Context: an optimization exercise on an open-source flow, tuned for small area. The choices shown serve that exercise and are no tape-out recipe.
Only simulation tests tie the RTL to the original design; equivalence was not proved.
No driver is modelled on the clock port, so clocking that relies on it looks cheaper here than on a real chip.

## flow/design.v (module list and top-level ports; edited modules follow where they fit)
// module matrix_datapath: 142 lines
// module mdp_mac: 636 lines
// module mdp_cpa: 142 lines
// module mdp_benc: 10 lines
// module mdp_benc0: 7 lines
// module mdp_rd8: 8 lines
// module mdp_rd8n: 8 lines
// module mdp_fa: 4 lines
// module mdp_ha: 4 lines
// module mdp_iha: 4 lines
// module mdp_or2: 3 lines
// module mdp_xor2: 3 lines
// module mdp_xnor2: 3 lines
// module mdp_inv: 3 lines
// module mdp_nand2: 3 lines
// module mdp_nor2: 3 lines
// module mdp_nand3b: 3 lines
// module mdp_nand4: 3 lines
// module mdp_and2: 3 lines
// module mdp_and4: 3 lines
// module mdp_a21o: 3 lines
// module mdp_o21ai: 3 lines
// module mdp_o21a: 3 lines
// module mdp_o22ai: 3 lines
// module mdp_o22a: 3 lines
// module mdp_a222oi: 4 lines
module matrix_datapath #(
  parameter int WIDTH_BIT = 1,
  parameter int INDEX_BIT = 3,
  parameter int INSTR_BIT = 8
) (
  input  logic                              CLK,
  input  logic                              RST,
  input  logic                              enable,
  input  logic [31:0]                       instruction,
  output logic                              pc_src,
  output logic [INSTR_BIT-1:0]              jump_addr,
  output logic                              done,
  input  logic [INDEX_BIT-1:0]              dbg_index,
  output logic [(32 << (2*WIDTH_BIT))-1:0]  dbg_data
);
  // ...
==> flow/flow/run.sh <==
#!/bin/bash
# Layout flow: the standard ORFS flow (standard.sh) with a few extra ORFS settings.
#  - every port still gets a buffer, a buf_1 instead of a clkdlybuf4s50_1;
#  - placement and timing repair insert only buffers up to buf_4 (flow/small_buffers.tcl);
#  - clock tree built from clkbuf_8, in clusters of up to 16 flip-flops, without dummy loads.
# The full make output goes to flow_make.log; ORFS keeps each step's log under orfs/logs.
set -euo pipefail
HOOK=$PWD/flow/small_buffers.tcl
bash standard.sh \
  "BUFFER_PORTS_ARGS=-buffer_cell sky130_fd_sc_hd__buf_1" \
  "CTS_ARGS=-sink_clustering_enable -repair_clock_nets -dont_use_dummy_load -buf_list sky130_fd_sc_hd__clkbuf_8 -sink_clustering_size 16 -sink_clustering_max_diameter 70" \
  "PRE_GLOBAL_PLACE_TCL=$HOOK" "PRE_RESIZE_TCL=$HOOK" "PRE_CTS_TCL=$HOOK" \
  "PRE_GLOBAL_ROUTE_TCL=$HOOK" "PRE_DETAIL_PLACE_TCL=$HOOK" "PRE_FLOORPLAN_TCL=$HOOK" \
  "PRE_REPAIR_TIMING_POST_PLACE_TCL=$HOOK" \
  finish > flow_make.log 2>&1
==> flow/flow/small_buffers.tcl <==
# Sourced before placement, resizing, CTS and routing steps: buffer insertion and
# repair use only buffers up to buf_4; gates may still be upsized.
set_dont_use {sky130_fd_sc_hd__buf_6 sky130_fd_sc_hd__buf_8
  sky130_fd_sc_hd__buf_12 sky130_fd_sc_hd__buf_16 sky130_fd_sc_hd__bufbuf_8
  sky130_fd_sc_hd__bufbuf_16 sky130_fd_sc_hd__bufinv_8 sky130_fd_sc_hd__bufinv_16}
==> flow/standard.sh <==
#!/bin/bash
# synth_recipe.tcl (not shown) runs the flow's synth.tcl, then flattens the netlist and writes it again
# the make line also repeats each setting of config.mk as NAME=value (left out here)
make -C /OpenROAD-flow-scripts/flow DESIGN_CONFIG=/design/flow/config.mk WORK_HOME=/design/flow/orfs CLKGATE_MAP_FILE= SYNTH_SCRIPT=/design/flow/synth_recipe.tcl "${@:-finish}"
==> flow/config.mk <==
export PLATFORM = sky130hd
export DESIGN_NAME = matrix_datapath
export DESIGN_NICKNAME = matrix_datapath
export VERILOG_FILES = /design/flow/design.v
export SDC_FILE = /design/flow/constraint.sdc
export NUM_CORES = 8
export LEC_CHECK = 0
export CAP_MARGIN = 20
export CELL_PAD_IN_SITES_DETAIL_PLACEMENT = 1
export CELL_PAD_IN_SITES_GLOBAL_PLACEMENT = 1
export CORE_MARGIN = 2
export CORE_UTILIZATION = 40
export PLACE_DENSITY = 0.55
export SETUP_SLACK_MARGIN = 0.3
export SLEW_MARGIN = 20
export SYNTH_HIERARCHICAL = 1
==> flow/constraint.sdc <==
create_clock -name core_clock -period 15.0 [get_ports {CLK}]
set_input_delay 3.0000 -clock core_clock [delete_from_list [all_inputs] [get_ports {CLK}]]
set_output_delay 3.0000 -clock core_clock [all_outputs]
set_load 0.01 [all_outputs]
==> results.sh, run 1 <==
export IMPL_status="no timing/DRC/antenna violations"
export IMPL_multi_input_area_share_pct=68.9
export IMPL_portBuffers=175
export IMPL_placed_area_um2=142000
export IMPL_fp_dieH_um=573
export IMPL_yosys_area_share_simple_pct=7.24
export IMPL_muxShareOfSynthArea_pct=0.00774
export IMPL_nMultiInputCombCells=10136
export IMPL_yosysWarnings=13
export IMPL_synth_async_reset_ratio_pct=0.775
export IMPL_cts_resized=0
export IMPL_cp_endpoint="rf[61]"
export IMPL_cp_data_required_time_ns=15.56
export IMPL_cp_depth=30
export IMPL_fin_worst_skew_ns=0.0668
export IMPL_top_register="rf"
export IMPL_hold_path_class="flip-flop to flip-flop"
export IMPL_buffer_area_share_pct=4.75
export IMPL_holdCritStartpoint="valid[5]"
export IMPL_reg2reg_slack_ns=2.97
export IMPL_areaGrowthSynthToFinish_pct=11.3
export IMPL_inv_count=72
export IMPL_seq_cells=1032
export IMPL_post_synth_top_count_cell="xnor2_1"
export IMPL_first_pass_iters=15
export IMPL_multiInputGateArea_um2=99100
export IMPL_ios=176
export IMPL_vias=130516
export IMPL_diodes=120
export IMPL_grt_busiest_layer="met2"
export IMPL_dieArea_um2=328000
export IMPL_worst_setup_path_type="primary input to flip-flop"
export IMPL_finalSetupViolCount=0
export IMPL_drv_slew=0
export IMPL_post_place_ws_ns=0.635
export IMPL_ff2ff_path_depth=30
export IMPL_clk_pin_slew_ns=0.11
export IMPL_synth_fp_nets=13300
export IMPL_seqCellArea_um2=30900
export IMPL_fin_area_um2=144000
==> module matrix_datapath, before the edit <==
module matrix_datapath #(
  parameter int WIDTH_BIT = 1,
  parameter int INDEX_BIT = 3,
  parameter int INSTR_BIT = 8
) (
  input  logic                              CLK,
  input  logic                              RST,
  input  logic                              enable,
  input  logic [31:0]                       instruction,
  output logic                              pc_src,
  output logic [INSTR_BIT-1:0]              jump_addr,
  output logic                              done,
  input  logic [INDEX_BIT-1:0]              dbg_index,
  output logic [(32 << (2*WIDTH_BIT))-1:0]  dbg_data
);
  logic [2:0] op, d_idx, a_idx, b_idx;
  assign op    = instruction[31:29];
  assign d_idx = instruction[28:26];
  assign a_idx = instruction[25:23];
  assign b_idx = instruction[22:20];
  logic is_lde, is_add, is_sub, is_mul, is_trn, is_ldi, is_full;
  assign is_lde  = (op == 3'b000);
  assign is_add  = (op == 3'b001);
  assign is_sub  = (op == 3'b010);
  assign is_mul  = (op == 3'b011);
  assign is_trn  = (op == 3'b100);
  assign is_ldi  = (op == 3'b101);
  assign is_full = is_add | is_sub | is_mul | is_trn | is_ldi;
  logic mul_n, as_n, ast_n, mas_n, mast_n, trn_n;
  assign mul_n = ~is_mul;
  assign as_n  = ~(is_add | is_sub);
  assign mas_n = ~(is_add | is_sub | is_mul);
  assign trn_n = ~is_trn;
  assign ast_n  = ~(is_add | is_sub | is_trn);
  assign mast_n = ~(is_add | is_sub | is_mul | is_trn);
  logic [25:0] imm_n [4];
  for (genvar e = 0; e < 4; e++) begin : g_imm
    logic ld_e;
    assign ld_e = is_ldi | (is_lde && instruction[17:16] == e);
    for (genvar i = 0; i < 26; i++) begin : g_bit
      if (i < 16) begin : g_lo
        assign imm_n[e][i] = ~(instruction[i] & ld_e);
      end else begin : g_hi
        assign imm_n[e][i] = ~(instruction[i] & is_ldi);
      end
    end
  end
  logic [1023:0] rf;
  logic [7:0]    valid;
  logic [127:0]  res;          
  logic [3:0] fs;
  for (genvar e = 0; e < 4; e++) begin : g_fs
    assign fs[e] = is_full || instruction[17:16] == e;
  end
  for (genvar r = 0; r < 8; r++) begin : g_reg
    logic wr, nv;
    assign wr = enable && d_idx == r && (is_full || is_lde);
    assign nv = ~valid[r];
    for (genvar e = 0; e < 4; e++) begin : g_el
      logic we;
      mdp_o21a u_we (.a1(fs[e]), .a2(nv), .b1(wr), .x(we));
      always_ff @(posedge CLK)
        if (we) rf[(4*r+e)*32 +: 32] <= res[32*e +: 32];
    end
    always_ff @(posedge CLK or posedge RST)
      if (RST) valid[r] <= 1'b0;
      else if (wr) valid[r] <= 1'b1;
  end
  logic [127:0] ma_n, mb_n;
  logic [7:0] sa, sb, sd;
  for (genvar r = 0; r < 8; r++) begin : g_sel
    assign sa[r] = valid[r] && a_idx == r;
    assign sb[r] = valid[r] && b_idx == r;
    assign sd[r] = valid[r] && dbg_index == r;
  end
  for (genvar e = 0; e < 4; e++) begin : g_rd
    for (genvar i = 0; i < 32; i++) begin : g_bit
      logic [7:0] d;
      for (genvar r = 0; r < 8; r++) begin : g_d
        assign d[r] = rf[(4*r+e)*32 + i];
      end
      mdp_rd8n u_a (.d(d), .s(sa), .y_n(ma_n[32*e+i]));
      mdp_rd8n u_b (.d(d), .s(sb), .y_n(mb_n[32*e+i]));
      mdp_rd8  u_d (.d(d), .s(sd), .y(dbg_data[32*e+i]));
    end
  end
  logic [15:0] one_n [4], two_n [4], neg [4], neg_n [4];
  for (genvar e = 0; e < 4; e++) begin : g_benc
    for (genvar r = 0; r < 16; r++) begin : g_d
      if (r == 0) begin : g_r0
        mdp_benc0 u_enc (
          .b2n(mb_n[32*e+1]), .b1n(mb_n[32*e]), .mul(is_mul), .mul_n(mul_n),
          .one_n(one_n[e][r]), .two_n(two_n[e][r]), .neg(neg[e][r]), .neg_n(neg_n[e][r]));
      end else begin : g_rn
        mdp_benc u_enc (
          .b2n(mb_n[32*e+2*r+1]), .b1n(mb_n[32*e+2*r]), .b0n(mb_n[32*e+(r == 0 ? 0 : 2*r-1)]),
          .mul(is_mul), .mul_n(mul_n),
          .one_n(one_n[e][r]), .two_n(two_n[e][r]), .neg(neg[e][r]), .neg_n(neg_n[e][r]));
      end
    end
  end
  logic [127:0] bx_n;    
  for (genvar i = 0; i < 128; i++) begin : g_bx
    mdp_xor2 u_bx (.a(mb_n[i]), .b(is_sub), .y(bx_n[i]));
  end
  for (genvar i = 0; i < 2; i++) begin : g_row
    for (genvar j = 0; j < 2; j++) begin : g_col
      localparam int E = 2*i + j;
      localparam int T = 2*j + i;       
      logic [31:0] s_n;
      mdp_mac u_mac (
        .a0_n(ma_n[32*(2*i) +: 32]), .a1_n(ma_n[32*(2*i+1) +: 32]),
        .one0_n(one_n[j]), .two0_n(two_n[j]), .neg0(neg[j]), .neg0_n(neg_n[j]),
        .one1_n(one_n[2+j]), .two1_n(two_n[2+j]), .neg1(neg[2+j]), .neg1_n(neg_n[2+j]),
        .addend_n(ma_n[32*E +: 32]), .bx_n(bx_n[32*E +: 32]),
        .ax_n(T == E ? ast_n : as_n), .by_n(as_n), .cin(is_sub),
        .s_n(s_n));
      if (T == E) begin : g_diag
        for (genvar b = 0; b < 32; b++) begin : g_res
          if (b < 26) begin : g_imm
            mdp_o21ai u_r (.a1(s_n[b]), .a2(mast_n), .b1(imm_n[E][b]), .y(res[32*E+b]));
          end else begin : g_noimm
            mdp_nor2  u_r (.a(s_n[b]), .b(mast_n), .y(res[32*E+b]));
          end
        end
      end else begin : g_off
        for (genvar b = 0; b < 32; b++) begin : g_res
          if (b < 26) begin : g_imm
            logic t;
            mdp_o22a  u_t (.a1(s_n[b]), .a2(mas_n), .b1(ma_n[32*T+b]), .b2(trn_n), .x(t));
            mdp_nand2 u_r (.a(t), .b(imm_n[E][b]), .y(res[32*E+b]));
          end else begin : g_noimm
            mdp_o22ai u_r (.a1(s_n[b]), .a2(mas_n), .b1(ma_n[32*T+b]), .b2(trn_n), .y(res[32*E+b]));
          end
        end
      end
    end
  end
  assign pc_src    = (op == 3'b110);
  assign done      = (op == 3'b111);
  assign jump_addr = instruction[INSTR_BIT-1:0];
endmodule
==> run 2: changes to the inputs <==
--- a/flow/design.v
+++ b/flow/design.v
@@ -46,32 +46,22 @@
     end
   end
   logic [1023:0] rf;
-  logic [7:0]    valid;
   logic [127:0]  res;          
-  logic [3:0] fs;
-  for (genvar e = 0; e < 4; e++) begin : g_fs
-    assign fs[e] = is_full || instruction[17:16] == e;
-  end
   for (genvar r = 0; r < 8; r++) begin : g_reg
-    logic wr, nv;
-    assign wr = enable && d_idx == r && (is_full || is_lde);
-    assign nv = ~valid[r];
     for (genvar e = 0; e < 4; e++) begin : g_el
       logic we;
-      mdp_o21a u_we (.a1(fs[e]), .a2(nv), .b1(wr), .x(we));
-      always_ff @(posedge CLK)
-        if (we) rf[(4*r+e)*32 +: 32] <= res[32*e +: 32];
+      assign we = enable && d_idx == r && (is_full || (is_lde && instruction[17:16] == e));
+      always_ff @(posedge CLK or posedge RST)
+        if (RST) rf[(4*r+e)*32 +: 32] <= '0;
+        else if (we) rf[(4*r+e)*32 +: 32] <= res[32*e +: 32];
     end
-    always_ff @(posedge CLK or posedge RST)
-      if (RST) valid[r] <= 1'b0;
-      else if (wr) valid[r] <= 1'b1;
   end
   logic [127:0] ma_n, mb_n;
   logic [7:0] sa, sb, sd;
   for (genvar r = 0; r < 8; r++) begin : g_sel
-    assign sa[r] = valid[r] && a_idx == r;
-    assign sb[r] = valid[r] && b_idx == r;
-    assign sd[r] = valid[r] && dbg_index == r;
+    assign sa[r] = a_idx == r;
+    assign sb[r] = b_idx == r;
+    assign sd[r] = dbg_index == r;
   end
   for (genvar e = 0; e < 4; e++) begin : g_rd
     for (genvar i = 0; i < 32; i++) begin : g_bit
@@ -999,9 +989,6 @@
 module mdp_o21ai (input logic a1, input logic a2, input logic b1, output logic y);
   assign y = ~((a1 | a2) & b1);
 endmodule
-module mdp_o21a (input logic a1, input logic a2, input logic b1, output logic x);
-  assign x = (a1 | a2) & b1;
-endmodule
 module mdp_o22ai (input logic a1, input logic a2, input logic b1, input logic b2, output logic y);
   assign y = ~((a1 | a2) & (b1 | b2));
 endmodule
==> flow/flow/run.sh (replaced) <==
#!/bin/bash
# Layout flow: the standard ORFS flow (standard.sh) with a few extra ORFS settings.
#  - every port still gets a buffer, a buf_1 instead of a clkdlybuf4s50_1;
#  - placement and timing repair insert only buffers up to buf_4 (flow/small_buffers.tcl);
#  - clock tree built from clkbuf_8, in clusters of up to 12 flip-flops, without dummy loads.
# The full make output goes to flow_make.log; ORFS keeps each step's log under orfs/logs.
set -euo pipefail
HOOK=$PWD/flow/small_buffers.tcl
bash standard.sh \
  "BUFFER_PORTS_ARGS=-buffer_cell sky130_fd_sc_hd__buf_1" \
  "CTS_ARGS=-sink_clustering_enable -repair_clock_nets -dont_use_dummy_load -buf_list sky130_fd_sc_hd__clkbuf_8 -sink_clustering_size 12 -sink_clustering_max_diameter 70" \
  "PRE_GLOBAL_PLACE_TCL=$HOOK" "PRE_RESIZE_TCL=$HOOK" "PRE_CTS_TCL=$HOOK" \
  "PRE_GLOBAL_ROUTE_TCL=$HOOK" "PRE_DETAIL_PLACE_TCL=$HOOK" "PRE_FLOORPLAN_TCL=$HOOK" \
  "PRE_REPAIR_TIMING_POST_PLACE_TCL=$HOOK" \
  finish > flow_make.log 2>&1
--- a/flow/config.mk
+++ b/flow/config.mk
@@ -9,8 +9,8 @@
 export CELL_PAD_IN_SITES_DETAIL_PLACEMENT = 1
 export CELL_PAD_IN_SITES_GLOBAL_PLACEMENT = 1
 export CORE_MARGIN = 2
-export CORE_UTILIZATION = 40
-export PLACE_DENSITY = 0.55
+export CORE_UTILIZATION = 35
+export PLACE_DENSITY = 0.5
 export SETUP_SLACK_MARGIN = 0.3
 export SLEW_MARGIN = 20
 export SYNTH_HIERARCHICAL = 1
==> results.sh, run 2 <==
export IMPL_post_synth_top_count_cell="xnor2_1"
export IMPL_cts_inserted_buffers=95
export IMPL_finalCritPeriodShare_pct=97.4
export IMPL_yosysSeqAreaShare_pct=18.9
export IMPL_fin_worst_skew_ns=0.0934
export IMPL_antenna_found_initial=122
export IMPL_synth_top_family_by_area="adder cells"
export IMPL_synthXorXnorAreaFrac_pct=18.5
export IMPL_synth_area_leaders="fa_1 (28%), dfrtp_1 (19%), xnor2_1 (15%)"
export IMPL_hold_violations=0
export IMPL_yosysWarnings=13
export IMPL_post_dp_hpwl_um=701000
export IMPL_clock_sinks=1024
export IMPL_cts_resized=0
export IMPL_cpMostUsedCell="fa_1"
export IMPL_synth_compound_area_share_pct=17.8
export IMPL_first_pass_iters=14
export IMPL_drc=0
export IMPL_dpl_cell_count=18822
export IMPL_top_register="rf"
export IMPL_relSlewSlack_pct=11.8
export IMPL_fillers=42484
export IMPL_reg_top3="rf: 1024 flops"
export IMPL_tightest_slew_ns=1.32
export IMPL_yosys_area_top_type="fa_1"
export IMPL_max_stage_delay_ns=0.98
export IMPL_synth_area_um2=136000
export IMPL_drv_slew=0
export IMPL_min_period_ns=14.60
export IMPL_rows=228
export IMPL_cap_violations=0
export IMPL_crit_arrival_ns=15.30
export IMPL_ant_nets=0
export IMPL_cp_data_required_time_ns=15.69
export IMPL_final_cell_mix="xnor2_1 (2360), o22ai_1 (2060), fa_1 (1868)"
export IMPL_cts_tree="yes"
export IMPL_synth_fa_ha_area_share_pct=28.7
export IMPL_muxShareOfSynthArea_pct=8.49
export IMPL_place_congestion=1.10
export IMPL_critPathLaunchType="primary input"
export IMPL_avgRoutedWirePerCell_um=48.7
export IMPL_finish_utilization_pct=39.4
export IMPL_die_w_um=627
export IMPL_synth_edf_count=0
export IMPL_synth_async_reset_ratio_pct=100
export IMPL_grt_pass1_vias=136261
export IMPL_grt_pass1_wl_um=1230000
export IMPL_dieArea_um2=393000
export IMPL_yosys_area_share_simple_pct=7.00
export IMPL_largest_reg_flops=1024
export IMPL_final_cells=19005
export IMPL_worst_setup_path_type="primary input to flip-flop"
export IMPL_synth_commonest_cells="xnor2_1 (2360), o22ai_1 (2060), fa_1 (1868), dfrtp_1 (1024), mux2_2 (968)"
export IMPL_portBuffers=175
export IMPL_synthFlopType="dfrtp_1"
export IMPL_finalSetupViolCount=0
export IMPL_netlist_instances=12341
export IMPL_drt_iter0_drc=23754
export IMPL_post_place_ws_ns=0.261
export IMPL_layout_nets=15774
export IMPL_syn_area_per_cell_um2=11.0
export IMPL_synth_fp_nets=14371
export IMPL_wl_um=925000
export IMPL_cts_hold_buf=0
export IMPL_vias=135268
export IMPL_max_freq_ghz=0.0685
export IMPL_crit_slowest_cell="nand3b_1"
export IMPL_hold_path_class="flip-flop to flip-flop"
export IMPL_areaGrowthSynthToFinish_pct=11.9
export IMPL_gr_usage_all_layers_pct=46.1
export IMPL_initial_core_util_pct=35.2
export IMPL_clk_pin_slew_ns=0.09
export IMPL_grt_max_degree=75
export IMPL_yosys_register_bits=1024
export IMPL_clkLatencyLatePin_ns=0.84
export IMPL_postCtsSetupBuffers=0
export IMPL_core_um2=386000
export IMPL_critPathCaptureType="flip-flop"
export IMPL_fp_dieH_um=627
export IMPL_synth_cell_types=48
export IMPL_status="no timing/DRC/antenna violations"
export IMPL_synth_top_area_share_pct=27.5
export IMPL_setup_slack_ns=0.397
export IMPL_grt_overflow=0
export IMPL_ios=176
export IMPL_crit_fanout=15
export IMPL_rsz0062_at_grt="false"
export IMPL_layout_drive_gt1_share_pct=16.4
export IMPL_avgViaCountPerCell=7.12
export IMPL_layout_cells_most_common="xnor2_1"
[run 2: Yosys stat by module (local to each module, per instance), a selection]
module | area [um2] | copies in the design | flops+latches | cells
mdp_or2 | 6.26 | 56 | 0 | 1
mdp_nand2 | 3.75 | 880 | 0 | 1
mdp_benc0 | 23.8 | 4 | 0 | 4
mdp_o22a | 8.76 | 52 | 0 | 1
matrix_datapath | 38900 | 1 | 1024 | 2345
mdp_nand3b | 7.51 | 60 | 0 | 1
mdp_nor2 | 3.75 | 268 | 0 | 1
mdp_nand4 | 6.26 | 128 | 0 | 1
mdp_o21ai | 5.00 | 240 | 0 | 1
mdp_xor2 | 8.76 | 500 | 0 | 1
mdp_fa | 20.0 | 1868 | 0 | 1
mdp_and4 | 8.76 | 256 | 0 | 1
mdp_o22ai | 6.26 | 2060 | 0 | 1
mdp_xnor2 | 8.76 | 2360 | 0 | 1
[run 2: final timing paths]
| path | slack, ns | cells after the start | end | from |
|---|---|---|---|---|
| min | 0.56 | 1 | rf[430] | rf[430] |
| max reg2reg | 3.57 | 28 | rf[415] | rf[71] |
| min reg2reg | 0.56 | 1 | rf[430] | rf[430] |
| max in group asynchronous | 9.39 | 5 | rf[26] | RST |
| min in group asynchronous | 2.37 | 2 | rf[110] | RST |
| max | 0.40 | 31 | rf[415] | instruction[22] |
[run 2: cell type report]
cell class | instances | area, um2 | area share (%)
clock buffer | 95 | 1310 | 0.860
multi-input combinational | 11133 | 110000 | 72.6
antenna | 88 | 220 | 0.145
sequential | 1024 | 25600 | 16.9
tap | 5175 | 6470 | 4.26
timing repair buffer | 1428 | 7760 | 5.11
inverter | 62 | 240 | 0.158
[run 2: cells by family after synthesis]
group / Yosys count
flops: 1024
xor+xnor: 2861
mux: 1024
compound gates: 3367
fa+ha+maj: 1992
simple gates: 1889
buf+inv: 184
[run 2: critical path: cells and delay by family]
kind / cells / cell delay, ns
compound gates: 7 / 1.58
xor+xnor: 3 / 1.50
fa+ha+maj: 9 / 4.58
buf+inv: 4 / 1.90
mux: 1 / 0.27
simple gates: 7 / 2.43
[run 2: through the flow]
stage               setup TNS (ns)  instance area, um2  hold slack [ns]
global route                     0              152000            0.575
global placement                 0              150000            0.512
detailed placement               0              150000            0.527
finish                           0              152000            0.557
floorplan                 -2164.67              136000            0.502
CTS                              0              152000            0.553
[run 2: routing by layer]
layer / global-route usage (%) / part of all wire, %
met5: 0.667 / 0.070
met4: 24.8 / 6.3
met3: 19.2 / 14
met2: 63.3 / 40
met1: 60.9 / 40

## separate check: timing with driven ports
The flow's constraints put no driver on any port. The routed layouts listed below were extracted and timed again, unchanged, in two steps. Step 1, drivers: a clkbuf_16 drives CLK and a buf_2 each remaining input, both assumed. Step 2 adds t to the input delays and takes it off the output delays; t is the mean of the earliest and latest rising clock arrival at the registers after step 1. Input paths then give back, and output paths get back, about the clock's delay inside the block. Slacks: ideal ports / drivers / drivers and shift; pairs: ideal ports / drivers.
run | t (ns) | slack for setup (ns) | slew at the worst register clock pin (ns)
run 1 | 0.863 | 0.752 / 0.790 / -0.073 | 0.12 / 0.12
run 2 | 0.872 | 0.397 / 0.429 / -0.443 | 0.10 / 0.10
Met with ideal ports but missed after step 2: setup timing in run 1 and run 2. The setup slack of run 2, which loses most, moves by +0.032 ns with the drivers and by -0.840 ns with both steps.
